This is an optimization exercise on Yosys and OpenROAD, whose aim is small area, a short achievable clock period and few clock cycles per item, not a production implementation. No functional check of the RTL was part of any run shown here. Power figures rest on the tool's default switching activity, not on a simulated workload.

`flow/run.sh`:
```
#!/bin/bash
# synth_recipe.tcl (not shown) runs the flow's synth.tcl, then flattens the netlist and writes it again
# the make line also repeats each setting of config.mk as NAME=value (left out here)
make -C /OpenROAD-flow-scripts/flow DESIGN_CONFIG=/design/flow/config.mk WORK_HOME=/design/flow/orfs CLKGATE_MAP_FILE= SYNTH_SCRIPT=/design/flow/synth_recipe.tcl finish
```
`flow/config.mk`:
```
export PLATFORM = sky130hd
export DESIGN_NAME = tx_zc_phase_gen
export DESIGN_NICKNAME = tx_zc_phase_gen
export VERILOG_FILES = /design/flow/design.v
export SDC_FILE = /design/flow/constraint.sdc
export NUM_CORES = 4
export LEC_CHECK = 0
export CAP_MARGIN = 20
export CORE_MARGIN = 2
export CORE_UTILIZATION = 40
export SLEW_MARGIN = 20
```
`flow/constraint.sdc`:
```
create_clock -name core_clock -period 8.0 [get_ports {sys_clk}]
set_input_delay 1.6000 -clock core_clock [delete_from_list [all_inputs] [get_ports {sys_clk}]]
set_output_delay 1.6000 -clock core_clock [all_outputs]
set_load 0.01 [all_outputs]
```
`flow/design.v`:
```
package tx_zc_pkg;
    localparam int ZC_NZC_W_DEF = 12;
    localparam int ZC_OUT_W_DEF = 12;
    localparam int ZC_INV_W_DEF = 18;
    localparam int ZC_T_MULT = 24;
endpackage
module tx_zc_mul (
    input  logic        clk,
    input  logic        i_en,
    input  logic        i_ld,
    input  logic [16:0] i_th,
    input  logic [17:0] i_inv,
    output logic [11:0] o_y,
    output logic [16:0] o_p
);
    logic [18:0] thx;
    logic [8:0]  w_neg, w_one, w_two;
    logic [8:0]  neg, one, two;
    logic        r_dsgn;
    logic [18:0] w_invm1;
    logic [18:0] pp0;
    logic [18:0] pp1;
    logic [18:0] pp2;
    logic [18:0] pp3;
    logic [18:0] pp4;
    logic [18:0] pp5;
    logic [18:0] pp6;
    logic [18:0] pp7;
    logic [18:0] pp8;
    logic [34:0] ra, rb;
    logic [34:0] r_a, r_b;
    logic        r_sgn;
    logic s1;
    logic c2;
    logic s3;
    logic c4;
    logic s5;
    logic c6;
    logic s7;
    logic c8;
    logic s9;
    logic c10;
    logic s11;
    logic c12;
    logic s13;
    logic c14;
    logic s15;
    logic c16;
    logic s17;
    logic c18;
    logic s19;
    logic c20;
    logic s21;
    logic c22;
    logic s23;
    logic c24;
    logic s25;
    logic c26;
    logic s27;
    logic c28;
    logic s29;
    logic c30;
    logic s31;
    logic c32;
    logic s33;
    logic c34;
    logic s35;
    logic c36;
    logic s37;
    logic c38;
    logic s39;
    logic c40;
    logic s41;
    logic c42;
    logic s43;
    logic c44;
    logic s45;
    logic c46;
    logic s47;
    logic c48;
    logic s49;
    logic c50;
    logic s51;
    logic c52;
    logic s53;
    logic c54;
    logic s55;
    logic c56;
    logic s57;
    logic c58;
    logic s59;
    logic c60;
    logic s61;
    logic c62;
    logic s63;
    logic c64;
    logic s65;
    logic c66;
    logic s67;
    logic c68;
    logic s69;
    logic c70;
    logic s71;
    logic c72;
    logic s73;
    logic c74;
    logic s75;
    logic c76;
    logic s77;
    logic c78;
    logic s79;
    logic c80;
    logic s81;
    logic c82;
    logic s83;
    logic c84;
    logic s85;
    logic c86;
    logic s87;
    logic c88;
    logic s89;
    logic c90;
    logic s91;
    logic c92;
    logic s93;
    logic c94;
    logic s95;
    logic c96;
    logic s97;
    logic c98;
    logic s99;
    logic c100;
    logic s101;
    logic c102;
    logic s103;
    logic c104;
    logic s105;
    logic c106;
    logic s107;
    logic c108;
    logic s109;
    logic c110;
    logic s111;
    logic c112;
    logic s113;
    logic c114;
    logic s115;
    logic c116;
    logic s117;
    logic c118;
    logic s119;
    logic c120;
    logic s121;
    logic c122;
    logic s123;
    logic c124;
    logic s125;
    logic c126;
    logic s127;
    logic c128;
    logic s129;
    logic c130;
    logic s131;
    logic c132;
    logic s133;
    logic c134;
    logic s135;
    logic c136;
    logic s137;
    logic c138;
    logic s139;
    logic c140;
    logic s141;
    logic c142;
    logic s143;
    logic c144;
    logic s145;
    logic c146;
    logic s147;
    logic c148;
    logic s149;
    logic c150;
    logic s151;
    logic c152;
    logic s153;
    logic c154;
    logic s155;
    logic c156;
    logic s157;
    logic c158;
    logic s159;
    logic c160;
    logic s161;
    logic c162;
    logic s163;
    logic c164;
    logic s165;
    logic c166;
    logic s167;
    logic c168;
    logic s169;
    logic c170;
    logic s171;
    logic c172;
    logic s173;
    logic c174;
    logic s175;
    logic c176;
    logic s177;
    logic c178;
    logic s179;
    logic c180;
    logic s181;
    logic c182;
    logic s183;
    logic c184;
    logic s185;
    logic c186;
    logic s187;
    logic c188;
    logic s189;
    logic c190;
    logic s191;
    logic c192;
    logic s193;
    logic c194;
    logic s195;
    logic c196;
    logic s197;
    logic c198;
    logic s199;
    logic c200;
    logic s201;
    logic c202;
    logic s203;
    logic c204;
    logic s205;
    logic c206;
    logic s207;
    logic c208;
    logic s209;
    logic c210;
    logic s211;
    logic c212;
    logic s213;
    logic c214;
    logic s215;
    logic c216;
    logic s217;
    logic c218;
    logic s219;
    logic c220;
    logic s221;
    logic c222;
    logic s223;
    logic c224;
    logic s225;
    logic c226;
    logic s227;
    logic c228;
    logic s229;
    logic c230;
    logic s231;
    logic c232;
    logic s233;
    logic c234;
    logic s235;
    logic c236;
    logic s237;
    logic c238;
    logic s239;
    logic c240;
    logic s241;
    logic c242;
    logic s243;
    logic c244;
    logic s245;
    logic c246;
    logic s247;
    logic c248;
    logic s249;
    logic c250;
    logic s251;
    logic c252;
    logic s253;
    logic c254;
    logic s255;
    logic c256;
    logic s257;
    logic c258;
    logic s259;
    logic c260;
    logic s261;
    logic c262;
    logic s263;
    logic c264;
    logic s265;
    logic c266;
    logic s267;
    logic c268;
    logic s269;
    logic c270;
    logic s271;
    logic c272;
    logic s273;
    logic c274;
    logic s275;
    logic c276;
    logic s277;
    logic c278;
    logic s279;
    logic c280;
    logic s281;
    logic c282;
    logic s283;
    logic c284;
    logic s285;
    logic c286;
    logic s287;
    logic c288;
    logic s289;
    logic c290;
    logic s291;
    logic c292;
    logic s293;
    logic c294;
    assign thx = {i_th[16], i_th, 1'b0};
    always_comb begin
        for (int i = 0; i < 9; i++) begin
            w_neg[i] = thx[2*i+2] & ~(thx[2*i+1] & thx[2*i]);
            w_one[i] = thx[2*i+1] ^ thx[2*i];
            w_two[i] = (thx[2*i+2] & ~thx[2*i+1] & ~thx[2*i]) | (~thx[2*i+2] & thx[2*i+1] & thx[2*i]);
        end
    end
    always_ff @(posedge clk) begin
        if (i_ld) begin
            neg    <= w_neg;
            one    <= w_one;
            two    <= w_two;
            r_dsgn <= i_th[16];
        end
    end
    assign pp0 = (({19{one[0]}} & {1'b0, i_inv}) | ({19{two[0]}} & {i_inv, 1'b0})) ^ {19{neg[0]}};
    assign pp1 = (({19{one[1]}} & {1'b0, i_inv}) | ({19{two[1]}} & {i_inv, 1'b0})) ^ {19{neg[1]}};
    assign pp2 = (({19{one[2]}} & {1'b0, i_inv}) | ({19{two[2]}} & {i_inv, 1'b0})) ^ {19{neg[2]}};
    assign pp3 = (({19{one[3]}} & {1'b0, i_inv}) | ({19{two[3]}} & {i_inv, 1'b0})) ^ {19{neg[3]}};
    assign pp4 = (({19{one[4]}} & {1'b0, i_inv}) | ({19{two[4]}} & {i_inv, 1'b0})) ^ {19{neg[4]}};
    assign pp5 = (({19{one[5]}} & {1'b0, i_inv}) | ({19{two[5]}} & {i_inv, 1'b0})) ^ {19{neg[5]}};
    assign pp6 = (({19{one[6]}} & {1'b0, i_inv}) | ({19{two[6]}} & {i_inv, 1'b0})) ^ {19{neg[6]}};
    assign pp7 = (({19{one[7]}} & {1'b0, i_inv}) | ({19{two[7]}} & {i_inv, 1'b0})) ^ {19{neg[7]}};
    assign w_invm1 = {1'b0, i_inv} - 19'd1;
    assign pp8 = neg[8] ? ~w_invm1 : ({19{one[8]}} & {1'b0, i_inv});
    assign s1 = pp0[10] ^ pp1[8];
    assign c2 = pp0[10] & pp1[8];
    assign s3 = pp0[11] ^ pp1[9];
    assign c4 = pp0[11] & pp1[9];
    assign s5 = pp0[12] ^ pp1[10] ^ pp2[8];
    assign c6 = (pp0[12] & pp1[10]) | (pp0[12] & pp2[8]) | (pp1[10] & pp2[8]);
    assign s7 = pp3[6] ^ pp4[4];
    assign c8 = pp3[6] & pp4[4];
    assign s9 = pp0[13] ^ pp1[11] ^ pp2[9];
    assign c10 = (pp0[13] & pp1[11]) | (pp0[13] & pp2[9]) | (pp1[11] & pp2[9]);
    assign s11 = pp3[7] ^ pp4[5];
    assign c12 = pp3[7] & pp4[5];
    assign s13 = pp0[14] ^ pp1[12] ^ pp2[10];
    assign c14 = (pp0[14] & pp1[12]) | (pp0[14] & pp2[10]) | (pp1[12] & pp2[10]);
    assign s15 = pp3[8] ^ pp4[6] ^ pp5[4];
    assign c16 = (pp3[8] & pp4[6]) | (pp3[8] & pp5[4]) | (pp4[6] & pp5[4]);
    assign s17 = pp6[2] ^ pp7[0];
    assign c18 = pp6[2] & pp7[0];
    assign s19 = pp0[15] ^ pp1[13] ^ pp2[11];
    assign c20 = (pp0[15] & pp1[13]) | (pp0[15] & pp2[11]) | (pp1[13] & pp2[11]);
    assign s21 = pp3[9] ^ pp4[7] ^ pp5[5];
    assign c22 = (pp3[9] & pp4[7]) | (pp3[9] & pp5[5]) | (pp4[7] & pp5[5]);
    assign s23 = pp6[3] ^ pp7[1];
    assign c24 = pp6[3] & pp7[1];
    assign s25 = pp0[16] ^ pp1[14] ^ pp2[12];
    assign c26 = (pp0[16] & pp1[14]) | (pp0[16] & pp2[12]) | (pp1[14] & pp2[12]);
    assign s27 = pp3[10] ^ pp4[8] ^ pp5[6];
    assign c28 = (pp3[10] & pp4[8]) | (pp3[10] & pp5[6]) | (pp4[8] & pp5[6]);
    assign s29 = pp6[4] ^ pp7[2] ^ pp8[0];
    assign c30 = (pp6[4] & pp7[2]) | (pp6[4] & pp8[0]) | (pp7[2] & pp8[0]);
    assign s31 = pp0[17] ^ pp1[15] ^ pp2[13];
    assign c32 = (pp0[17] & pp1[15]) | (pp0[17] & pp2[13]) | (pp1[15] & pp2[13]);
    assign s33 = pp3[11] ^ pp4[9] ^ pp5[7];
    assign c34 = (pp3[11] & pp4[9]) | (pp3[11] & pp5[7]) | (pp4[9] & pp5[7]);
    assign s35 = pp6[5] ^ pp7[3] ^ pp8[1];
    assign c36 = (pp6[5] & pp7[3]) | (pp6[5] & pp8[1]) | (pp7[3] & pp8[1]);
    assign s37 = pp0[18] ^ pp1[16] ^ pp2[14];
    assign c38 = (pp0[18] & pp1[16]) | (pp0[18] & pp2[14]) | (pp1[16] & pp2[14]);
    assign s39 = pp3[12] ^ pp4[10] ^ pp5[8];
    assign c40 = (pp3[12] & pp4[10]) | (pp3[12] & pp5[8]) | (pp4[10] & pp5[8]);
    assign s41 = pp6[6] ^ pp7[4] ^ pp8[2];
    assign c42 = (pp6[6] & pp7[4]) | (pp6[6] & pp8[2]) | (pp7[4] & pp8[2]);
    assign s43 = pp1[17] ^ pp2[15] ^ pp3[13];
    assign c44 = (pp1[17] & pp2[15]) | (pp1[17] & pp3[13]) | (pp2[15] & pp3[13]);
    assign s45 = pp4[11] ^ pp5[9] ^ pp6[7];
    assign c46 = (pp4[11] & pp5[9]) | (pp4[11] & pp6[7]) | (pp5[9] & pp6[7]);
    assign s47 = pp7[5] ^ pp8[3] ^ neg[0];
    assign c48 = (pp7[5] & pp8[3]) | (pp7[5] & neg[0]) | (pp8[3] & neg[0]);
    assign s49 = pp1[18] ^ pp2[16] ^ pp3[14];
    assign c50 = (pp1[18] & pp2[16]) | (pp1[18] & pp3[14]) | (pp2[16] & pp3[14]);
    assign s51 = pp4[12] ^ pp5[10] ^ pp6[8];
    assign c52 = (pp4[12] & pp5[10]) | (pp4[12] & pp6[8]) | (pp5[10] & pp6[8]);
    assign s53 = pp7[6] ^ pp8[4] ^ neg[0];
    assign c54 = (pp7[6] & pp8[4]) | (pp7[6] & neg[0]) | (pp8[4] & neg[0]);
    assign s55 = ~neg[1] ^ pp2[17] ^ pp3[15];
    assign c56 = (~neg[1] & pp2[17]) | (~neg[1] & pp3[15]) | (pp2[17] & pp3[15]);
    assign s57 = pp4[13] ^ pp5[11] ^ pp6[9];
    assign c58 = (pp4[13] & pp5[11]) | (pp4[13] & pp6[9]) | (pp5[11] & pp6[9]);
    assign s59 = pp7[7] ^ pp8[5] ^ ~neg[0];
    assign c60 = (pp7[7] & pp8[5]) | (pp7[7] & ~neg[0]) | (pp8[5] & ~neg[0]);
    assign s61 = pp2[18] ^ pp3[16] ^ pp4[14];
    assign c62 = (pp2[18] & pp3[16]) | (pp2[18] & pp4[14]) | (pp3[16] & pp4[14]);
    assign s63 = pp5[12] ^ pp6[10] ^ pp7[8];
    assign c64 = (pp5[12] & pp6[10]) | (pp5[12] & pp7[8]) | (pp6[10] & pp7[8]);
    assign s65 = ~pp8[6];
    assign c66 = pp8[6];
    assign s67 = ~neg[2] ^ pp3[17] ^ pp4[15];
    assign c68 = (~neg[2] & pp3[17]) | (~neg[2] & pp4[15]) | (pp3[17] & pp4[15]);
    assign s69 = pp5[13] ^ pp6[11] ^ pp7[9];
    assign c70 = (pp5[13] & pp6[11]) | (pp5[13] & pp7[9]) | (pp6[11] & pp7[9]);
    assign s71 = pp3[18] ^ pp4[16] ^ pp5[14];
    assign c72 = (pp3[18] & pp4[16]) | (pp3[18] & pp5[14]) | (pp4[16] & pp5[14]);
    assign s73 = pp6[12] ^ pp7[10];
    assign c74 = pp6[12] & pp7[10];
    assign s75 = ~neg[3] ^ pp4[17] ^ pp5[15];
    assign c76 = (~neg[3] & pp4[17]) | (~neg[3] & pp5[15]) | (pp4[17] & pp5[15]);
    assign s77 = pp4[18] ^ pp5[16];
    assign c78 = pp4[18] & pp5[16];
    assign s79 = pp0[6] ^ pp1[4];
    assign c80 = pp0[6] & pp1[4];
    assign s81 = pp0[7] ^ pp1[5];
    assign c82 = pp0[7] & pp1[5];
    assign s83 = pp0[8] ^ pp1[6] ^ pp2[4];
    assign c84 = (pp0[8] & pp1[6]) | (pp0[8] & pp2[4]) | (pp1[6] & pp2[4]);
    assign s85 = pp3[2] ^ pp4[0];
    assign c86 = pp3[2] & pp4[0];
    assign s87 = pp0[9] ^ pp1[7] ^ pp2[5];
    assign c88 = (pp0[9] & pp1[7]) | (pp0[9] & pp2[5]) | (pp1[7] & pp2[5]);
    assign s89 = pp3[3] ^ pp4[1];
    assign c90 = pp3[3] & pp4[1];
    assign s91 = pp2[6] ^ pp3[4] ^ pp4[2];
    assign c92 = (pp2[6] & pp3[4]) | (pp2[6] & pp4[2]) | (pp3[4] & pp4[2]);
    assign s93 = pp5[0] ^ neg[5] ^ s1;
    assign c94 = (pp5[0] & neg[5]) | (pp5[0] & s1) | (neg[5] & s1);
    assign s95 = pp2[7] ^ pp3[5] ^ pp4[3];
    assign c96 = (pp2[7] & pp3[5]) | (pp2[7] & pp4[3]) | (pp3[5] & pp4[3]);
    assign s97 = pp5[1] ^ s3 ^ c2;
    assign c98 = (pp5[1] & s3) | (pp5[1] & c2) | (s3 & c2);
    assign s99 = pp5[2] ^ pp6[0] ^ neg[6];
    assign c100 = (pp5[2] & pp6[0]) | (pp5[2] & neg[6]) | (pp6[0] & neg[6]);
    assign s101 = s5 ^ s7 ^ c4;
    assign c102 = (s5 & s7) | (s5 & c4) | (s7 & c4);
    assign s103 = pp5[3] ^ pp6[1] ^ s9;
    assign c104 = (pp5[3] & pp6[1]) | (pp5[3] & s9) | (pp6[1] & s9);
    assign s105 = s11 ^ c6 ^ c8;
    assign c106 = (s11 & c6) | (s11 & c8) | (c6 & c8);
    assign s107 = neg[7] ^ s13 ^ s15;
    assign c108 = (neg[7] & s13) | (neg[7] & s15) | (s13 & s15);
    assign s109 = s17 ^ c10 ^ c12;
    assign c110 = (s17 & c10) | (s17 & c12) | (c10 & c12);
    assign s111 = s19 ^ s21 ^ s23;
    assign c112 = (s19 & s21) | (s19 & s23) | (s21 & s23);
    assign s113 = c14 ^ c16 ^ c18;
    assign c114 = (c14 & c16) | (c14 & c18) | (c16 & c18);
    assign s115 = s25 ^ s27 ^ s29;
    assign c116 = (s25 & s27) | (s25 & s29) | (s27 & s29);
    assign s117 = c20 ^ c22 ^ c24;
    assign c118 = (c20 & c22) | (c20 & c24) | (c22 & c24);
    assign s119 = s31 ^ s33 ^ s35;
    assign c120 = (s31 & s33) | (s31 & s35) | (s33 & s35);
    assign s121 = c26 ^ c28 ^ c30;
    assign c122 = (c26 & c28) | (c26 & c30) | (c28 & c30);
    assign s123 = s37 ^ s39 ^ s41;
    assign c124 = (s37 & s39) | (s37 & s41) | (s39 & s41);
    assign s125 = c32 ^ c34 ^ c36;
    assign c126 = (c32 & c34) | (c32 & c36) | (c34 & c36);
    assign s127 = s43 ^ s45 ^ s47;
    assign c128 = (s43 & s45) | (s43 & s47) | (s45 & s47);
    assign s129 = c38 ^ c40 ^ c42;
    assign c130 = (c38 & c40) | (c38 & c42) | (c40 & c42);
    assign s131 = s49 ^ s51 ^ s53;
    assign c132 = (s49 & s51) | (s49 & s53) | (s51 & s53);
    assign s133 = c44 ^ c46 ^ c48;
    assign c134 = (c44 & c46) | (c44 & c48) | (c46 & c48);
    assign s135 = s55 ^ s57 ^ s59;
    assign c136 = (s55 & s57) | (s55 & s59) | (s57 & s59);
    assign s137 = c50 ^ c52 ^ c54;
    assign c138 = (c50 & c52) | (c50 & c54) | (c52 & c54);
    assign s139 = s61 ^ s63 ^ s65;
    assign c140 = (s61 & s63) | (s61 & s65) | (s63 & s65);
    assign s141 = c56 ^ c58 ^ c60;
    assign c142 = (c56 & c58) | (c56 & c60) | (c58 & c60);
    assign s143 = pp8[7] ^ s67 ^ s69;
    assign c144 = (pp8[7] & s67) | (pp8[7] & s69) | (s67 & s69);
    assign s145 = c62 ^ c64 ^ c66;
    assign c146 = (c62 & c64) | (c62 & c66) | (c64 & c66);
    assign s147 = ~(pp8[8] ^ s71);
    assign c148 = pp8[8] | s71;
    assign s149 = s73 ^ c68 ^ c70;
    assign c150 = (s73 & c68) | (s73 & c70) | (c68 & c70);
    assign s151 = pp6[13] ^ pp7[11] ^ pp8[9];
    assign c152 = (pp6[13] & pp7[11]) | (pp6[13] & pp8[9]) | (pp7[11] & pp8[9]);
    assign s153 = s75 ^ c72 ^ c74;
    assign c154 = (s75 & c72) | (s75 & c74) | (c72 & c74);
    assign s155 = pp6[14] ^ pp7[12] ^ pp8[10];
    assign c156 = (pp6[14] & pp7[12]) | (pp6[14] & pp8[10]) | (pp7[12] & pp8[10]);
    assign s157 = ~(s77 ^ c76);
    assign c158 = s77 | c76;
    assign s159 = ~neg[4] ^ pp5[17] ^ pp6[15];
    assign c160 = (~neg[4] & pp5[17]) | (~neg[4] & pp6[15]) | (pp5[17] & pp6[15]);
    assign s161 = pp7[13] ^ pp8[11] ^ c78;
    assign c162 = (pp7[13] & pp8[11]) | (pp7[13] & c78) | (pp8[11] & c78);
    assign s163 = pp5[18] ^ pp6[16] ^ pp7[14];
    assign c164 = (pp5[18] & pp6[16]) | (pp5[18] & pp7[14]) | (pp6[16] & pp7[14]);
    assign s165 = ~pp8[12];
    assign c166 = pp8[12];
    assign s167 = ~neg[5] ^ pp6[17] ^ pp7[15];
    assign c168 = (~neg[5] & pp6[17]) | (~neg[5] & pp7[15]) | (pp6[17] & pp7[15]);
    assign s169 = pp6[18] ^ pp7[16];
    assign c170 = pp6[18] & pp7[16];
    assign s171 = pp0[4] ^ pp1[2];
    assign c172 = pp0[4] & pp1[2];
    assign s173 = pp0[5] ^ pp1[3] ^ pp2[1];
    assign c174 = (pp0[5] & pp1[3]) | (pp0[5] & pp2[1]) | (pp1[3] & pp2[1]);
    assign s175 = pp2[2] ^ pp3[0] ^ neg[3];
    assign c176 = (pp2[2] & pp3[0]) | (pp2[2] & neg[3]) | (pp3[0] & neg[3]);
    assign s177 = pp2[3] ^ pp3[1] ^ s81;
    assign c178 = (pp2[3] & pp3[1]) | (pp2[3] & s81) | (pp3[1] & s81);
    assign s179 = neg[4] ^ s83 ^ s85;
    assign c180 = (neg[4] & s83) | (neg[4] & s85) | (s83 & s85);
    assign s181 = s87 ^ s89 ^ c84;
    assign c182 = (s87 & s89) | (s87 & c84) | (s89 & c84);
    assign s183 = s91 ^ s93 ^ c88;
    assign c184 = (s91 & s93) | (s91 & c88) | (s93 & c88);
    assign s185 = s95 ^ s97 ^ c92;
    assign c186 = (s95 & s97) | (s95 & c92) | (s97 & c92);
    assign s187 = s99 ^ s101 ^ c96;
    assign c188 = (s99 & s101) | (s99 & c96) | (s101 & c96);
    assign s189 = s103 ^ s105 ^ c100;
    assign c190 = (s103 & s105) | (s103 & c100) | (s105 & c100);
    assign s191 = s107 ^ s109 ^ c104;
    assign c192 = (s107 & s109) | (s107 & c104) | (s109 & c104);
    assign s193 = s111 ^ s113 ^ c108;
    assign c194 = (s111 & s113) | (s111 & c108) | (s113 & c108);
    assign s195 = s115 ^ s117 ^ c112;
    assign c196 = (s115 & s117) | (s115 & c112) | (s117 & c112);
    assign s197 = s119 ^ s121 ^ c116;
    assign c198 = (s119 & s121) | (s119 & c116) | (s121 & c116);
    assign s199 = s123 ^ s125 ^ c120;
    assign c200 = (s123 & s125) | (s123 & c120) | (s125 & c120);
    assign s201 = s127 ^ s129 ^ c124;
    assign c202 = (s127 & s129) | (s127 & c124) | (s129 & c124);
    assign s203 = s131 ^ s133 ^ c128;
    assign c204 = (s131 & s133) | (s131 & c128) | (s133 & c128);
    assign s205 = s135 ^ s137 ^ c132;
    assign c206 = (s135 & s137) | (s135 & c132) | (s137 & c132);
    assign s207 = s139 ^ s141 ^ c136;
    assign c208 = (s139 & s141) | (s139 & c136) | (s141 & c136);
    assign s209 = s143 ^ s145 ^ c140;
    assign c210 = (s143 & s145) | (s143 & c140) | (s145 & c140);
    assign s211 = s147 ^ s149 ^ c144;
    assign c212 = (s147 & s149) | (s147 & c144) | (s149 & c144);
    assign s213 = s151 ^ s153 ^ c148;
    assign c214 = (s151 & s153) | (s151 & c148) | (s153 & c148);
    assign s215 = s155 ^ s157 ^ c152;
    assign c216 = (s155 & s157) | (s155 & c152) | (s157 & c152);
    assign s217 = s159 ^ s161 ^ c156;
    assign c218 = (s159 & s161) | (s159 & c156) | (s161 & c156);
    assign s219 = s163 ^ s165 ^ c160;
    assign c220 = (s163 & s165) | (s163 & c160) | (s165 & c160);
    assign s221 = pp8[13] ^ s167 ^ c164;
    assign c222 = (pp8[13] & s167) | (pp8[13] & c164) | (s167 & c164);
    assign s223 = ~(pp8[14] ^ s169);
    assign c224 = pp8[14] | s169;
    assign s225 = ~neg[6] ^ pp7[17] ^ pp8[15];
    assign c226 = (~neg[6] & pp7[17]) | (~neg[6] & pp8[15]) | (pp7[17] & pp8[15]);
    assign s227 = pp7[18] ^ pp8[16];
    assign c228 = pp7[18] & pp8[16];
    assign s229 = pp0[2] ^ pp1[0];
    assign c230 = pp0[2] & pp1[0];
    assign s231 = pp0[3] ^ pp1[1];
    assign c232 = pp0[3] & pp1[1];
    assign s233 = pp2[0] ^ neg[2] ^ s171;
    assign c234 = (pp2[0] & neg[2]) | (pp2[0] & s171) | (neg[2] & s171);
    assign s235 = ~(s173 ^ c172);
    assign c236 = s173 | c172;
    assign s237 = s79 ^ s175 ^ c174;
    assign c238 = (s79 & s175) | (s79 & c174) | (s175 & c174);
    assign s239 = c80 ^ s177 ^ c176;
    assign c240 = (c80 & s177) | (c80 & c176) | (s177 & c176);
    assign s241 = c82 ^ s179 ^ c178;
    assign c242 = (c82 & s179) | (c82 & c178) | (s179 & c178);
    assign s243 = c86 ^ s181 ^ c180;
    assign c244 = (c86 & s181) | (c86 & c180) | (s181 & c180);
    assign s245 = c90 ^ s183 ^ c182;
    assign c246 = (c90 & s183) | (c90 & c182) | (s183 & c182);
    assign s247 = c94 ^ s185 ^ c184;
    assign c248 = (c94 & s185) | (c94 & c184) | (s185 & c184);
    assign s249 = c98 ^ s187 ^ c186;
    assign c250 = (c98 & s187) | (c98 & c186) | (s187 & c186);
    assign s251 = c102 ^ s189 ^ c188;
    assign c252 = (c102 & s189) | (c102 & c188) | (s189 & c188);
    assign s253 = c106 ^ s191 ^ c190;
    assign c254 = (c106 & s191) | (c106 & c190) | (s191 & c190);
    assign s255 = c110 ^ s193 ^ c192;
    assign c256 = (c110 & s193) | (c110 & c192) | (s193 & c192);
    assign s257 = c114 ^ s195 ^ c194;
    assign c258 = (c114 & s195) | (c114 & c194) | (s195 & c194);
    assign s259 = c118 ^ s197 ^ c196;
    assign c260 = (c118 & s197) | (c118 & c196) | (s197 & c196);
    assign s261 = c122 ^ s199 ^ c198;
    assign c262 = (c122 & s199) | (c122 & c198) | (s199 & c198);
    assign s263 = c126 ^ s201 ^ c200;
    assign c264 = (c126 & s201) | (c126 & c200) | (s201 & c200);
    assign s265 = c130 ^ s203 ^ c202;
    assign c266 = (c130 & s203) | (c130 & c202) | (s203 & c202);
    assign s267 = c134 ^ s205 ^ c204;
    assign c268 = (c134 & s205) | (c134 & c204) | (s205 & c204);
    assign s269 = c138 ^ s207 ^ c206;
    assign c270 = (c138 & s207) | (c138 & c206) | (s207 & c206);
    assign s271 = c142 ^ s209 ^ c208;
    assign c272 = (c142 & s209) | (c142 & c208) | (s209 & c208);
    assign s273 = c146 ^ s211 ^ c210;
    assign c274 = (c146 & s211) | (c146 & c210) | (s211 & c210);
    assign s275 = c150 ^ s213 ^ c212;
    assign c276 = (c150 & s213) | (c150 & c212) | (s213 & c212);
    assign s277 = c154 ^ s215 ^ c214;
    assign c278 = (c154 & s215) | (c154 & c214) | (s215 & c214);
    assign s279 = c158 ^ s217 ^ c216;
    assign c280 = (c158 & s217) | (c158 & c216) | (s217 & c216);
    assign s281 = c162 ^ s219 ^ c218;
    assign c282 = (c162 & s219) | (c162 & c218) | (s219 & c218);
    assign s283 = c166 ^ s221 ^ c220;
    assign c284 = (c166 & s221) | (c166 & c220) | (s221 & c220);
    assign s285 = c168 ^ s223 ^ c222;
    assign c286 = (c168 & s223) | (c168 & c222) | (s223 & c222);
    assign s287 = c170 ^ s225 ^ c224;
    assign c288 = (c170 & s225) | (c170 & c224) | (s225 & c224);
    assign s289 = ~(s227 ^ c226);
    assign c290 = s227 | c226;
    assign s291 = ~neg[7] ^ pp8[17] ^ c228;
    assign c292 = (~neg[7] & pp8[17]) | (~neg[7] & c228) | (pp8[17] & c228);
    assign s293 = ~pp8[18];
    assign c294 = pp8[18];
    assign ra[0] = pp0[0];
    assign rb[0] = neg[0];
    assign ra[1] = pp0[1];
    assign rb[1] = 1'b0;
    assign ra[2] = neg[1];
    assign rb[2] = s229;
    assign ra[3] = s231;
    assign rb[3] = c230;
    assign ra[4] = s233;
    assign rb[4] = c232;
    assign ra[5] = s235;
    assign rb[5] = c234;
    assign ra[6] = s237;
    assign rb[6] = c236;
    assign ra[7] = s239;
    assign rb[7] = c238;
    assign ra[8] = s241;
    assign rb[8] = c240;
    assign ra[9] = s243;
    assign rb[9] = c242;
    assign ra[10] = s245;
    assign rb[10] = c244;
    assign ra[11] = s247;
    assign rb[11] = c246;
    assign ra[12] = s249;
    assign rb[12] = c248;
    assign ra[13] = s251;
    assign rb[13] = c250;
    assign ra[14] = s253;
    assign rb[14] = c252;
    assign ra[15] = s255;
    assign rb[15] = c254;
    assign ra[16] = s257;
    assign rb[16] = c256;
    assign ra[17] = s259;
    assign rb[17] = c258;
    assign ra[18] = s261;
    assign rb[18] = c260;
    assign ra[19] = s263;
    assign rb[19] = c262;
    assign ra[20] = s265;
    assign rb[20] = c264;
    assign ra[21] = s267;
    assign rb[21] = c266;
    assign ra[22] = s269;
    assign rb[22] = c268;
    assign ra[23] = s271;
    assign rb[23] = c270;
    assign ra[24] = s273;
    assign rb[24] = c272;
    assign ra[25] = s275;
    assign rb[25] = c274;
    assign ra[26] = s277;
    assign rb[26] = c276;
    assign ra[27] = s279;
    assign rb[27] = c278;
    assign ra[28] = s281;
    assign rb[28] = c280;
    assign ra[29] = s283;
    assign rb[29] = c282;
    assign ra[30] = s285;
    assign rb[30] = c284;
    assign ra[31] = s287;
    assign rb[31] = c286;
    assign ra[32] = s289;
    assign rb[32] = c288;
    assign ra[33] = s291;
    assign rb[33] = c290;
    assign ra[34] = s293;
    assign rb[34] = c292;
    always_ff @(posedge clk) begin
        if (i_en) begin
            r_a   <= ra[34:0];
            r_b   <= rb[34:0];
            r_sgn <= r_dsgn;
        end
    end
    logic [22:0] w_lo;
    assign w_lo = r_a[22:0] + r_b[22:0];
    assign o_p  = w_lo[22:6];
    logic [34:17] w_p, w_o, w_g;
    logic         w_z0, w_z1;
    assign w_p   = r_a[34:17] ^ r_b[34:17];
    assign w_o   = r_a[34:17] | r_b[34:17];
    assign w_g   = r_a[34:17] & r_b[34:17];
    assign w_z0  = !w_lo[17] && (w_o[33:17] == w_p[34:18]);
    assign w_z1  = w_lo[17] && (w_g[33:17] == ~w_p[34:18]);
    assign o_y   = (w_z0 || w_z1) ? w_lo[17:6] : (r_sgn ? 12'h800 : 12'h7ff);
endmodule
module tx_zc_phase_gen #(
    parameter int NZC_W  = tx_zc_pkg::ZC_NZC_W_DEF,
    parameter int OUT_W  = tx_zc_pkg::ZC_OUT_W_DEF,
    parameter int INV_W  = tx_zc_pkg::ZC_INV_W_DEF,
    parameter int PH_W   = NZC_W + 5
) (
    input  logic             sys_clk,
    input  logic             rst,
    input  logic             start,
    input  logic             abort,
    input  logic [NZC_W-1:0] zc_N_zc,
    input  logic [NZC_W-1:0] zc_len,
    input  logic [NZC_W-1:0] zc_start_index,
    input  logic [PH_W-1:0]  zc_Q,
    input  logic [PH_W-1:0]  zc_P,
    input  logic [INV_W-1:0] zc_inv_T,
    input  logic             theta_ready,
    output logic             theta_valid,
    output logic [OUT_W-1:0] theta_data,
    output logic             theta_last,
    output logic             busy,
    output logic             cfg_err
);
    localparam logic [2:0] PH_Q2  = 3'd0,   
                           PH_E0  = 3'd1,   
                           PH_RUN = 3'd2,   
                           PH_W1  = 3'd3,   
                           PH_W2  = 3'd4,   
                           PH_END = 3'd5;   
    logic        r_busy, r_cfg_err;
    logic [2:0]  r_ph;
    logic        r_s1_valid, r_s1_last, r_out_valid, r_out_last;
    logic [11:0] r_out_data;
    logic [11:0] r_nzc;          
    logic [13:0] r_t3;           
    logic [16:0] r_q;            
    logic [16:0] r_p;            
    logic [17:0] r_inv;          
    logic [11:0] r_rem;          
    logic [11:0] r_skip;         
    logic [11:0]        r_mc;    
    logic               r_wrap;  
    logic signed [16:0] r_th;    
    logic [16:0]        r_e;     
    logic [4:0]         r_z;     
    logic [13:0] w_3n_in;
    logic        w_cfg_ok, w_accept, w_adv, w_step, w_done;
    logic [16:0] w_t, w_half;
    logic [17:0] w_q2x;
    logic [16:0] w_q2;
    logic [18:0] w_tha, w_thb, w_tnx, w_hnx, w_ths, w_s1, w_c1, w_ths_m, w_s2, w_c2, w_thc;
    logic [16:0] w_th_nxt;
    logic [16:0] w_ea;
    logic [18:0] w_eq, w_tx, w_ed, w_s3, w_c3, w_edt;
    logic [16:0] w_e_nxt;
    logic        w_th_ld;
    logic [16:0] w_th_d;
    logic [1:0]  w_p3;
    logic [4:0]  w_pm;
    logic [5:0]  w_zs;
    logic [4:0]  w_z_nxt;
    logic signed [16:0] w_zth;
    logic [17:0] w_mul_b;
    logic [11:0] w_sat;
    logic [16:0] w_prod;
    assign w_3n_in  = 14'(zc_N_zc) + {1'b0, zc_N_zc, 1'b0};
    assign w_cfg_ok = (zc_N_zc >= 12'd3) && (zc_len != '0) && (zc_start_index < zc_len) &&
                      (zc_Q[16:3] < w_3n_in) && (zc_P[16:3] < w_3n_in);
    assign w_accept = !r_busy && start && w_cfg_ok;
    assign w_adv    = !(r_out_valid && !theta_ready);
    assign w_step   = w_adv && (r_ph == PH_RUN);
    assign w_done   = r_out_valid && r_out_last && theta_ready;
    assign w_t    = {r_t3, 3'b000};
    assign w_half = {1'b0, r_t3, 2'b00};
    assign w_q2x = {r_q, 1'b0} - {1'b0, w_t};
    assign w_q2  = w_q2x[17] ? {r_q[15:0], 1'b0} : w_q2x[16:0];
    assign w_tha  = {r_th[16], r_th[16], r_th};
    assign w_thb  = {2'b00, r_e};
    assign w_tnx  = ~{2'b00, w_t};
    assign w_hnx  = ~{2'b00, w_half};
    assign w_ths  = w_tha + w_thb;
    assign w_s1   = w_tha ^ w_thb ^ w_tnx;
    assign w_c1   = {(w_tha[17:0] & w_thb[17:0]) | (w_tha[17:0] & w_tnx[17:0]) | (w_thb[17:0] & w_tnx[17:0]), 1'b1};
    assign w_ths_m = w_s1 + w_c1;
    assign w_s2   = w_tha ^ w_thb ^ w_hnx;
    assign w_c2   = {(w_tha[17:0] & w_thb[17:0]) | (w_tha[17:0] & w_hnx[17:0]) | (w_thb[17:0] & w_hnx[17:0]), 1'b1};
    assign w_thc  = w_s2 + w_c2;
    assign w_th_nxt = w_thc[18] ? w_ths[16:0] : w_ths_m[16:0];
    assign w_ea   = (r_ph == PH_RUN && !r_wrap) ? r_e : r_p;
    assign w_eq   = ~{2'b00, r_q};
    assign w_tx   = {2'b00, w_t};
    assign w_ed   = {2'b00, w_ea} - {2'b00, r_q};
    assign w_s3   = {2'b00, w_ea} ^ w_eq ^ w_tx;
    assign w_c3   = {({1'b0, w_ea} & w_eq[17:0]) | ({1'b0, w_ea} & w_tx[17:0]) | (w_eq[17:0] & w_tx[17:0]), 1'b1};
    assign w_edt  = w_s3 + w_c3;
    assign w_e_nxt = w_ed[18] ? w_edt[16:0] : w_ed[16:0];
    always_comb begin
        w_p3 = 2'd0;
        for (int i = 3; i < 17; i += 2) begin
            logic [2:0] s;
            logic [1:0] g;
            g = (i + 1 < 17) ? {r_p[i+1], r_p[i]} : {1'b0, r_p[i]};
            s = 3'(w_p3) + 3'((g == 2'd3) ? 2'd0 : g);
            w_p3 = (s >= 3'd3) ? 2'(s - 3'd3) : s[1:0];
        end
    end
    assign w_pm = {w_p3, r_p[2:0]};
    assign w_zs    = 6'(r_z) + 6'(w_pm);
    assign w_z_nxt = (w_zs >= 6'd24) ? 5'(w_zs - 6'd24) : w_zs[4:0];
    assign w_zth   = (r_z >= 5'd12) ? 17'($signed({1'b0, r_z}) - 17'sd24) : 17'($signed({1'b0, r_z}));
    assign w_mul_b = (r_ph == PH_W1) ? {r_nzc, 6'b000000} : r_inv;
    always_comb begin
        w_th_ld = 1'b1;
        w_th_d  = w_th_nxt;
        if (r_ph == PH_Q2)                 w_th_d = '0;
        else if (w_step && r_wrap)         w_th_d = w_zth;
        else if (w_step)                   w_th_d = w_th_nxt;
        else if (w_adv && r_ph == PH_W2)   w_th_d = w_prod;
        else                               w_th_ld = 1'b0;
    end
    tx_zc_mul u_mul (.clk(sys_clk), .i_en(w_adv), .i_ld(w_th_ld), .i_th(w_th_d), .i_inv(w_mul_b),
                     .o_y(w_sat), .o_p(w_prod));
    always_ff @(posedge sys_clk) begin
        if (rst || abort) begin
            r_busy      <= 1'b0;
            r_s1_valid  <= 1'b0;
            r_s1_last   <= 1'b0;
            r_out_valid <= 1'b0;
            r_out_last  <= 1'b0;
            r_cfg_err   <= 1'b0;
            r_ph        <= PH_Q2;
        end else begin
            r_cfg_err <= !r_busy && start && !w_cfg_ok;
            if (!r_busy) begin
                r_busy <= w_accept;
                r_ph   <= PH_Q2;
            end else begin
                if (w_done) r_busy <= 1'b0;
                case (r_ph)
                    PH_Q2:  r_ph <= PH_E0;
                    PH_E0:  r_ph <= PH_RUN;
                    PH_RUN: if (w_adv) begin
                                if (r_rem == 12'd1) r_ph <= PH_END;
                                else if (r_wrap)    r_ph <= PH_W1;
                            end
                    PH_W1:  if (w_adv) r_ph <= PH_W2;
                    PH_W2:  if (w_adv) r_ph <= PH_RUN;
                    default: ;
                endcase
            end
            if (w_adv) begin
                r_s1_valid  <= w_step && (r_skip == '0);
                r_s1_last   <= (r_rem == 12'd1);
                r_out_valid <= r_s1_valid;
                r_out_last  <= r_s1_last;
            end
        end
    end
    always_ff @(posedge sys_clk) begin
        if (!r_busy) begin
            r_nzc  <= zc_N_zc;
            r_t3   <= w_3n_in;
            r_q    <= zc_Q;
            r_p    <= zc_P;
            r_inv  <= zc_inv_T;
            r_rem  <= zc_len;
            r_skip <= zc_start_index;
        end else begin
            if (r_ph == PH_Q2) r_q <= w_q2;
            if (w_step) begin
                r_rem <= r_rem - 12'd1;
                if (r_skip != '0) r_skip <= r_skip - 12'd1;
            end
        end
    end
    always_ff @(posedge sys_clk) begin
        if (w_th_ld) begin
            r_th <= w_th_d;
        end
        if (r_ph == PH_Q2) begin
            r_mc   <= r_nzc;
            r_wrap <= 1'b0;
            r_z    <= w_pm;
        end
        if (r_ph == PH_E0) begin
            r_e <= w_e_nxt;
        end
        if (w_step) begin
            r_e <= w_e_nxt;
            if (r_wrap) begin
                r_z    <= w_z_nxt;
                r_mc   <= r_nzc;
                r_wrap <= 1'b0;
            end else begin
                r_mc   <= r_mc - 12'd1;
                r_wrap <= (r_mc == 12'd2);
            end
        end
        if (w_adv) begin
            r_out_data <= w_sat;
        end
    end
    assign theta_valid = r_out_valid;
    assign theta_data  = r_out_data;
    assign theta_last  = r_out_last;
    assign busy        = r_busy;
    assign cfg_err     = r_cfg_err;
endmodule
```
==> results of run 1 <==
[layer usage]
layer  routed length, um  up-vias  track usage
met1               31600     9718        0.282
li1                    -     9263            -
met2               34100      559        0.364
met5                   0        -            0
met4                2200        0       0.0632
met3                4010      130       0.0318
[kinds of logic (layout without fill, tap and decap cells)]
family | after synthesis | count (layout)
AO/OA/AOI/OAI | 552 | 552
XOR/XNOR | 307 | 307
adder cells (fa/ha/maj) | 435 | 435
buffers and inverters | 478 | 579
flip-flops | 268 | 268
multiplexers | 64 | 64
AND/OR/NAND/NOR | 525 | 525
[final timing paths]
check / end
worst max register to register: r_z[3]
worst max-delay path: r_z[3]
worst min register to register: r_out_valid
worst min-delay path: r_out_valid
[registers in the layout, indices dropped and copies added (netlist names), 8 cells and up]
register    cells
r_p            17
u_mul.r_b      34
r_e            17
r_inv          18
r_th           15
r_t3           13
r_rem          12
r_mc           12
r_skip         12
r_out_data     12
r_q            17
u_mul.neg       8
r_nzc          12
u_mul.r_a      35
u_mul.two       8
u_mul.one       9
[worst register-to-register path: cells and delay by family (launching register included)]
family / cells / cell delay, ns
muxes: 1 / 0.19
buffers and inverters: 2 / 0.26
AOI/OAI and AO/OA: 9 / 1.44
and+or+nand+nor: 10 / 0.80
DFF: 1 / 0.44
adders and majority gates: 17 / 5.34
[report_power, final]
| group | total (mW) | switching, mW | leakage, nW | internal (mW) |
|---|---|---|---|---|
| Combinational | 5.33 | 2.61 | 9.00 | 2.72 |
| Clock | 1.73 | 0.680 | 0.612 | 1.05 |
| Sequential | 1.84 | 0.134 | 2.89 | 1.71 |
| Total | 8.90 | 3.42 | 12.5 | 5.48 |
[metrics by stage]
| step | TNS (ns) | cells | instance area [um^2] | total power, mW | utilization |
|---|---|---|---|---|---|
| 6_report | -1.07 | 3585 | 29600 | 8.90 | 0.460 |
| 3_5_place_dp | -1.26 | 3510 | 28100 | 5.87 | 0.436 |
| 4_1_cts | -0.836 | 3581 | 29500 | 8.08 | 0.457 |
| 5_1_grt | -1.66 | 3585 | 29600 | 9.43 | 0.460 |
| 3_3_place_gp | -0.855 | 3510 | 28100 | 5.61 | 0.436 |
| 2_1_floorplan | -0.121 | 2629 | 26100 | 4.59 | - |
[what timing repair did]
action,CTS,global route
endpoints found under the hold margin,0,0
setup endpoints to repair,2,2
buffers inserted,3,3
pin swaps,11,15
gates resized for setup,22,22
[placed cells by master, fill, tap and decap left out, drive strengths merged, types with 80 or more instances in the layout]
| master | synthesis | final |
|---|---|---|
| o21ai | 80 | 80 |
| inv | 361 | 364 |
| ha | 258 | 258 |
| a21oi | 146 | 146 |
| fa | 177 | 177 |
| a22oi | 144 | 144 |
| nand2 | 110 | 110 |
| xor2 | 91 | 91 |
| edfxtp | 254 | 254 |
| xnor2 | 216 | 216 |
| clkdlybuf4s50 | 0 | 108 |
| nor2 | 158 | 158 |
[cell type report]
cell class	instances	area, um^2
sequential	268	7910
inverter	361	1360
clock inverter	27	312
timing repair buffer	150	1420
tap	855	1070
fill	6057	34800
multi-input combinational	1883	16600
clock buffer	41	941
==> run notes, run 1 <==
- The repair_antennas step left the layout with diodes totalling 0.
* Flop2flop setup slack: -0.64 ns
- Crit-path most repeated cell: sky130_fd_sc_hd__ha_2
- Status: complete, but fails checks
* Relative slew slack: 0.332
- Dominant cell type by area after synthesis: sky130_fd_sc_hd__edfxtp_1
- Counting both buffers and inverters, the worst setup path holds a total of 2.
- The synthesized netlist occupies a cell area of 0.0261 mm^2.
* Global route overflow: 0
- Boundary pin count: 109
- Core outline area: 0.0645 mm^2
- Maximum clock frequency: 0.116 GHz
- EDFF count, synth: 254
- Number of nets at the end of the flow: 3229
* Area share of xor/xnor cells in the synthesized design: 0.103
- In this run the critical register-to-register path is launched from r_p[6].
- In the final routed layout, each cell accounts on average for 20.1 um.
- The netlist uses 73 different library cells.
- Proportion of synthesized chip area in sequential cells: 0.303
- Start point of the worst hold path: r_s1_valid
- The cell count after synthesis came out at 2629.
* Share of post-route cells with drive strength above 1: 0.0736
- Of the total synthesized cell area, the portion taken by AND, OR, NAND and NOR gates is 0.0987.
* Layout Check Failures: setup timing
- The most common cell in the synthesized netlist is sky130_fd_sc_hd__inv_1.
* Kind of start point of the critical path: register
- Kind of end point of the critical path: register
* DIE WIDTH: 259 um
- The post-synthesis compound-gate area fraction came to 0.140.
* Post-synth top area share: 0.292
* Count of TritonRoute iterations in the first routing pass: 7
- Hold Violations, Final: 0
- The area growth from synthesis to layout is 13.6%.
- Shortest clock period the worst path allows after layout: 8.64 ns
- Along the worst path, the maximum fanout reaches 5.
* Max Root-Sink Buffers: 3
- Reg2reg path depth: 39
- Worst hold path type: register to register
- Of the total synthesized cell area, the portion taken by full adders, half adders and majority gates is 0.259.
- The detail route stage leaves a number of antenna-violating nets equal to 0.
* DRC errors left: 0
* Worst Setup Slack post-DPL: -0.692 ns
* Placement row count: 93
- Dividing total power by cell area gives a power density of 300 mW/mm^2.
- Slew Limit Fails: 0
- VDD IR max: 0.000905 V
- Clock latency on the worst-skew pair, taken at its later pin, is 0.57 ns.
- Crit-path max cell delay: 0.61 ns
* Slowest-stage cell, CP: sky130_fd_sc_hd__fa_2
- Max cap viols: 0
- CTS built an H-tree with a depth of 2.
- Total routing usage reported by global routing: 0.214
- CTS placed an instance of sky130_fd_sc_hd__clkbuf_16 at the clock tree root.
- Data on the critical path is required at its endpoint by 8.41 ns.
- Hold buffer count at CTS: 0
- Setup violations remaining at the end of the flow were counted as 2.
* Critical path class: register to register
- Pin count of the biggest net entering global routing: 79
- Register bit count reported by yosys: 268
* Proportion of synthesized flip-flops having asynchronous set or reset: 0
* Global-route wire length before repair: 113 mm
- Static leakage: 12.5 nW
* Worst path depth: 39
- In the routed layout, each cell is associated on average with a via count of 5.49.
- Dividing the final minimum period by the clock period gives 1.08.
* IO Port Bufs: 108
- Crit path from: r_p[6]
- Mapped Avg Cell Area: 9.93 um^2
- Detailed routing inserted a total of 19670 vias.
- The routed design has 71.9 mm of wire.
* Full die area: 0.0673 mm^2
- Number of CTS-inserted buffers: 37
- First-iteration detailed-routing DRC count: 1302
* Arrival @ worst endpoint: 9.05 ns
- By count the netlist is led by 356 x sky130_fd_sc_hd__inv_1, 258 x sky130_fd_sc_hd__ha_1, 254 x sky130_fd_sc_hd__edfxtp_1, 215 x sky130_fd_sc_hd__xnor2_1, 177 x sky130_fd_sc_hd__fa_1.
- Die Ht: 259 um
* Smallest setup slack after layout: -0.637 ns
- Flip-flop cell with the highest count after synthesis: sky130_fd_sc_hd__edfxtp_1
* Largest family of logic cells by synthesized area: adder cells
- Worst clock skew on the final layout: 0.0222 ns
- By area the synthesized netlist is led by sky130_fd_sc_hd__edfxtp_1 29%, sky130_fd_sc_hd__fa_1 14%, sky130_fd_sc_hd__ha_1 12%.
* Clock tree from TritonCTS: built
- After clock tree synthesis, the clock-pin slew on the worst setup and hold paths is 0.06 ns.
- Along the worst hold path, the cell count comes to 1.
- The initial utilization of the core area, before any placement, comes to 0.405.
* Via count of the first global-routing pass: 20421
* Initial antenna violation count: 0
* Portion of netlist area occupied by mux cells: 0.0264
* Number of synthesis warnings: 2
- Worst Tran Pin Value: 1.00 ns
* Final weighted congestion in routability-driven placement: 0.870
- The number of nets in the synthesized netlist is 3157.
- Worst hold margin: 0.489 ns
- Top delay family on crit path: adder cells
* CTS Sinks: 268
* Final HPWL from detailed placement: 55.3 mm
* Unrepaired setup endpoints after global routing: yes
==> inputs of run 2 (changes only) <==
--- a/flow/config.mk
+++ b/flow/config.mk
@@ -8,4 +8,5 @@
 export CAP_MARGIN = 20
 export CORE_MARGIN = 2
 export CORE_UTILIZATION = 40
+export SETUP_SLACK_MARGIN = 4.6
 export SLEW_MARGIN = 20
==> run notes, run 2 <==
- Die Ht: 259 um
* Clock tree from TritonCTS: built
- Count of TritonRoute iterations in the first routing pass: 5
* CTS Sinks: 268
- At the worst endpoint, the required time is 8.48 ns.
* Net switching share of the total power: 0.389
- Core outline area: 0.0645 mm^2
* Finished layout cell area: 0.0348 mm^2
- Total routing usage reported by global routing: 0.241
- Setup total negative slack: -1.08 ns
- In this run, CTS created clock tree buffers numbering 37.
- In this run the power density over the cells is 275 mW/mm^2.
- Static leakage: 14.3 nW
- Boundary pin count: 109
- Synthesis produced a netlist whose cell count is 2629.
* Unrepaired setup endpoints after global routing: yes
- Routability-driven placement finished with a final weighted congestion of 0.893.
* Starting density of the core: 0.405
- Maximum clock frequency: 0.117 GHz
- Peak fanout along the critical path: 5
- In the final layout, the registers with the most flip-flops are u_mul.r_a x35, u_mul.r_b x34, r_inv x18.
* Mapped Area: 0.0261 mm^2
- The total count of hold-check failures in the final report is 0.
- Root buffer selected by CTS: sky130_fd_sc_hd__clkbuf_16
* # diodes: 0
- Of the cells placed in the final design, the portion with a size suffix greater than 1 is 0.297.
- The synthesized design spends more area on one cell type than any other, namely sky130_fd_sc_hd__edfxtp_1.
- After synthesis, the mean cell area works out to 9.93 um^2.
* Part of the power in registers: 0.193
* Area contributors post-synth: sky130_fd_sc_hd__edfxtp_1 29%, sky130_fd_sc_hd__fa_1 14%, sky130_fd_sc_hd__ha_1 12%
* Crit-path most repeated cell: sky130_fd_sc_hd__ha_2
- Measured against its own limit, the worst slew margin works out to 0.272.
* Slew Limit Fails: 0
- Clock power share: 0.159
- Area of the multi-input gates: 0.0194 mm^2
- Max cap viols: 0
* Via count of the first global-routing pass: 22030
* Arrival @ worst endpoint: 9.05 ns
* H-tree lvl count: 2
- VDD IR max: 0.000810 V
* Number of distinct standard cells referenced by the synthesized netlist: 73
* Number of vias per cell: 5.61
- Flip-flop count of the largest register, all copies and words added: 35
- Wire per inst: 21.7 um
* Synthesized Nets: 3157
* Reg area: 0.00792 mm^2
- The worst setup path is captured at a register.
- Top post-synthesis cells by count: 356 x sky130_fd_sc_hd__inv_1, 258 x sky130_fd_sc_hd__ha_1, 254 x sky130_fd_sc_hd__edfxtp_1, 215 x sky130_fd_sc_hd__xnor2_1, 177 x sky130_fd_sc_hd__fa_1
* Shortest clock period the worst path allows after layout: 8.57 ns
- Comb pwr share: 0.648
* Worst Tran Pin Value: 1.09 ns
- The largest single stage delay on the critical path is 0.56 ns.
* Hold buffer count at CTS: 0
- For this run the aggregate overflow at the end of global routing stands at 0.
- The clock passes through at most 3 buffers.
- The slowest stage of the critical path belongs to the cell sky130_fd_sc_hd__fa_2.
- Counting flops with a built-in enable in the synthesized netlist gives 254.
- DIE WIDTH: 259 um
* DRC errors left: 0
* Status: complete, but fails checks
- Flip-flop cell with the highest count after synthesis: sky130_fd_sc_hd__edfxtp_1
- Placement row count: 93
* Fill count: 5465
* Cell Area, Placed: 0.0287 mm^2
- For this block, the routed nets add up to 83.2 mm of wire.
- For this run, the share of the core covered by cells in the final layout is 0.540.
- Setup-failing EPs final: 2
* Power dissipated by switching net loads: 3.72 mW
- By instance count, the leading cell after synthesis is sky130_fd_sc_hd__inv_1.
* Global-route wire length before repair: 126 mm
* Smallest setup slack after layout: -0.565 ns
- Buffers placed on the I/O ports in this run total 108.
- In this run the remaining antenna-violating nets after routing total 0.
* Number of nets at the end of the flow: 3481
* Proportion of synthesized flip-flops having asynchronous set or reset: 0
- For this run, the number of Yosys warnings is 2.
- Pint: 5.84 mW
* Largest reg by FF count: u_mul.r_a
- Via count: 21480
- Of the synthesized area, sequential elements account for 0.303.
- Post-synth top area share: 0.292
- Critical path class: register to register
- Final HPWL from detailed placement: 55.2 mm
- Full die area: 0.0673 mm^2
- On the final layout, the worst clock skew is 0.0264 ns.
* Worst hold path type: register to register
* Most common cell after layout, fill and taps aside: sky130_fd_sc_hd__inv_1
* Share of the clock period used by the worst path after layout: 1.07
* First-iteration detailed-routing DRC count: 1666
- Clock latency on the worst-skew pair: 0.56 ns
* Pin count of the biggest net entering global routing: 91
- After clock tree synthesis, the clock-pin slew on the worst setup and hold paths is 0.06 ns.
* Kind of start point of the critical path: register
- The number of antenna violations at the first check in global routing is 2.
* Area growth syn-to-layout: 33.3%
- Leaving out fill and tap cells, the most frequent cells in the layout are 309 x sky130_fd_sc_hd__inv_1, 254 x sky130_fd_sc_hd__edfxtp_1, 209 x sky130_fd_sc_hd__ha_1.
- Tot Pwr: 9.56 mW
- Synthesis inferred 268 register bits.
- In this run the layout check failures are setup timing.
-- run 2: final cells by class --
cell class | instances | area share
multi-input combinational | 1901 | 0.558
sequential | 268 | 0.228
timing repair buffer | 384 | 0.113
inverter | 361 | 0.0399
tap | 855 | 0.0307
clock buffer | 46 | 0.0279
clock inverter | 15 | 0.00284
-- run 2: what timing repair did --
action                                  in CTS  in global routing
endpoints found under the setup margin     225                181
buffers inserted                           169                 65
pin swaps                                  237                197
cloned                                      22                  6
gates resized for setup                    380                252
-- run 2: metrics by stage --
step                      hold slack [ns]  setup slack (ns)  instances
final                               0.489            -0.565       3830
after global routing                0.520            -0.877       3830
after CTS                           0.495            -0.498       3759
after detailed placement            0.479            -0.690       3507
after global placement              0.466            -0.237       3507
after floorplan                     0.424          0.000462       2629
-- run 2: power groups by stage --
stage	clock network, mW	registers [mW]	logic [mW]
3_5_place_dp	0	1.87	4.20
2_1_floorplan	0	1.82	3.00
5_1_grt	1.60	1.86	6.63
4_1_cts	1.55	1.84	4.89
6_report	1.52	1.84	6.19
3_3_place_gp	0	1.86	3.96
-- run 2: metal layers --
layer / track usage / up-vias / wire length, um
li1: - / 9800 / -
met1: 0.308 / 10589 / 33500
met2: 0.407 / 875 / 40000
met3: 0.0475 / 214 / 6350
met4: 0.0792 / 2 / 3300
met5: 0 / - / 15
-- run 2: kinds of logic after synthesis --
| kind of cell | synth area share |
|---|---|
| xor+xnor | 0.103 |
| compound gates | 0.140 |
| flops | 0.303 |
| buf+inv | 0.0691 |
| mux | 0.0264 |
| simple gates | 0.0987 |
| fa+ha+maj | 0.259 |
-- run 2: critical path, delay by kind of cell (launching register included) --
family / cells / cell delay (ns)
buf+inv: 1 / 0.13
flops: 1 / 0.38
mux: 1 / 0.08
compound gates: 9 / 1.33
simple gates: 11 / 0.80
fa+ha+maj: 19 / 5.77
-- run 2: final timing paths --
path	endpoint	depth (start not counted)	start	slack [ns]
worst max register to register	r_z[3]	41	r_p[3]	-0.57
worst max-delay path	r_z[3]	41	r_p[3]	-0.57
worst min register to register	r_out_valid	1	r_s1_valid	0.49
worst min-delay path	r_out_valid	1	r_s1_valid	0.49

[static timing again, ports no longer ideal]
No port has a modelled driver above. Below, the same layouts with a new extraction and two added sets of constraints.
Step 1 sets driving cells, clkbuf_16 on the clock port and buf_2 on the other inputs (assumed; they add their load-dependent delay and slew).
Step 2 moves the port delays by t, midway between the first and last clock arrival at a register: inputs arrive t later, outputs are due t later. That takes back most of the time a late clock gives input paths.
Slacks: no drivers / after step 1 / after step 2; pairs: no drivers / after step 1.
run | t, ns | slack for setup (ns) | clock arrival spread, ns
run 1 | 0.623 | -0.637 / -0.637 / -0.637 | 0.022 / 0.022
run 2 | 0.610 | -0.565 / -0.565 / -0.565 | 0.026 / 0.026
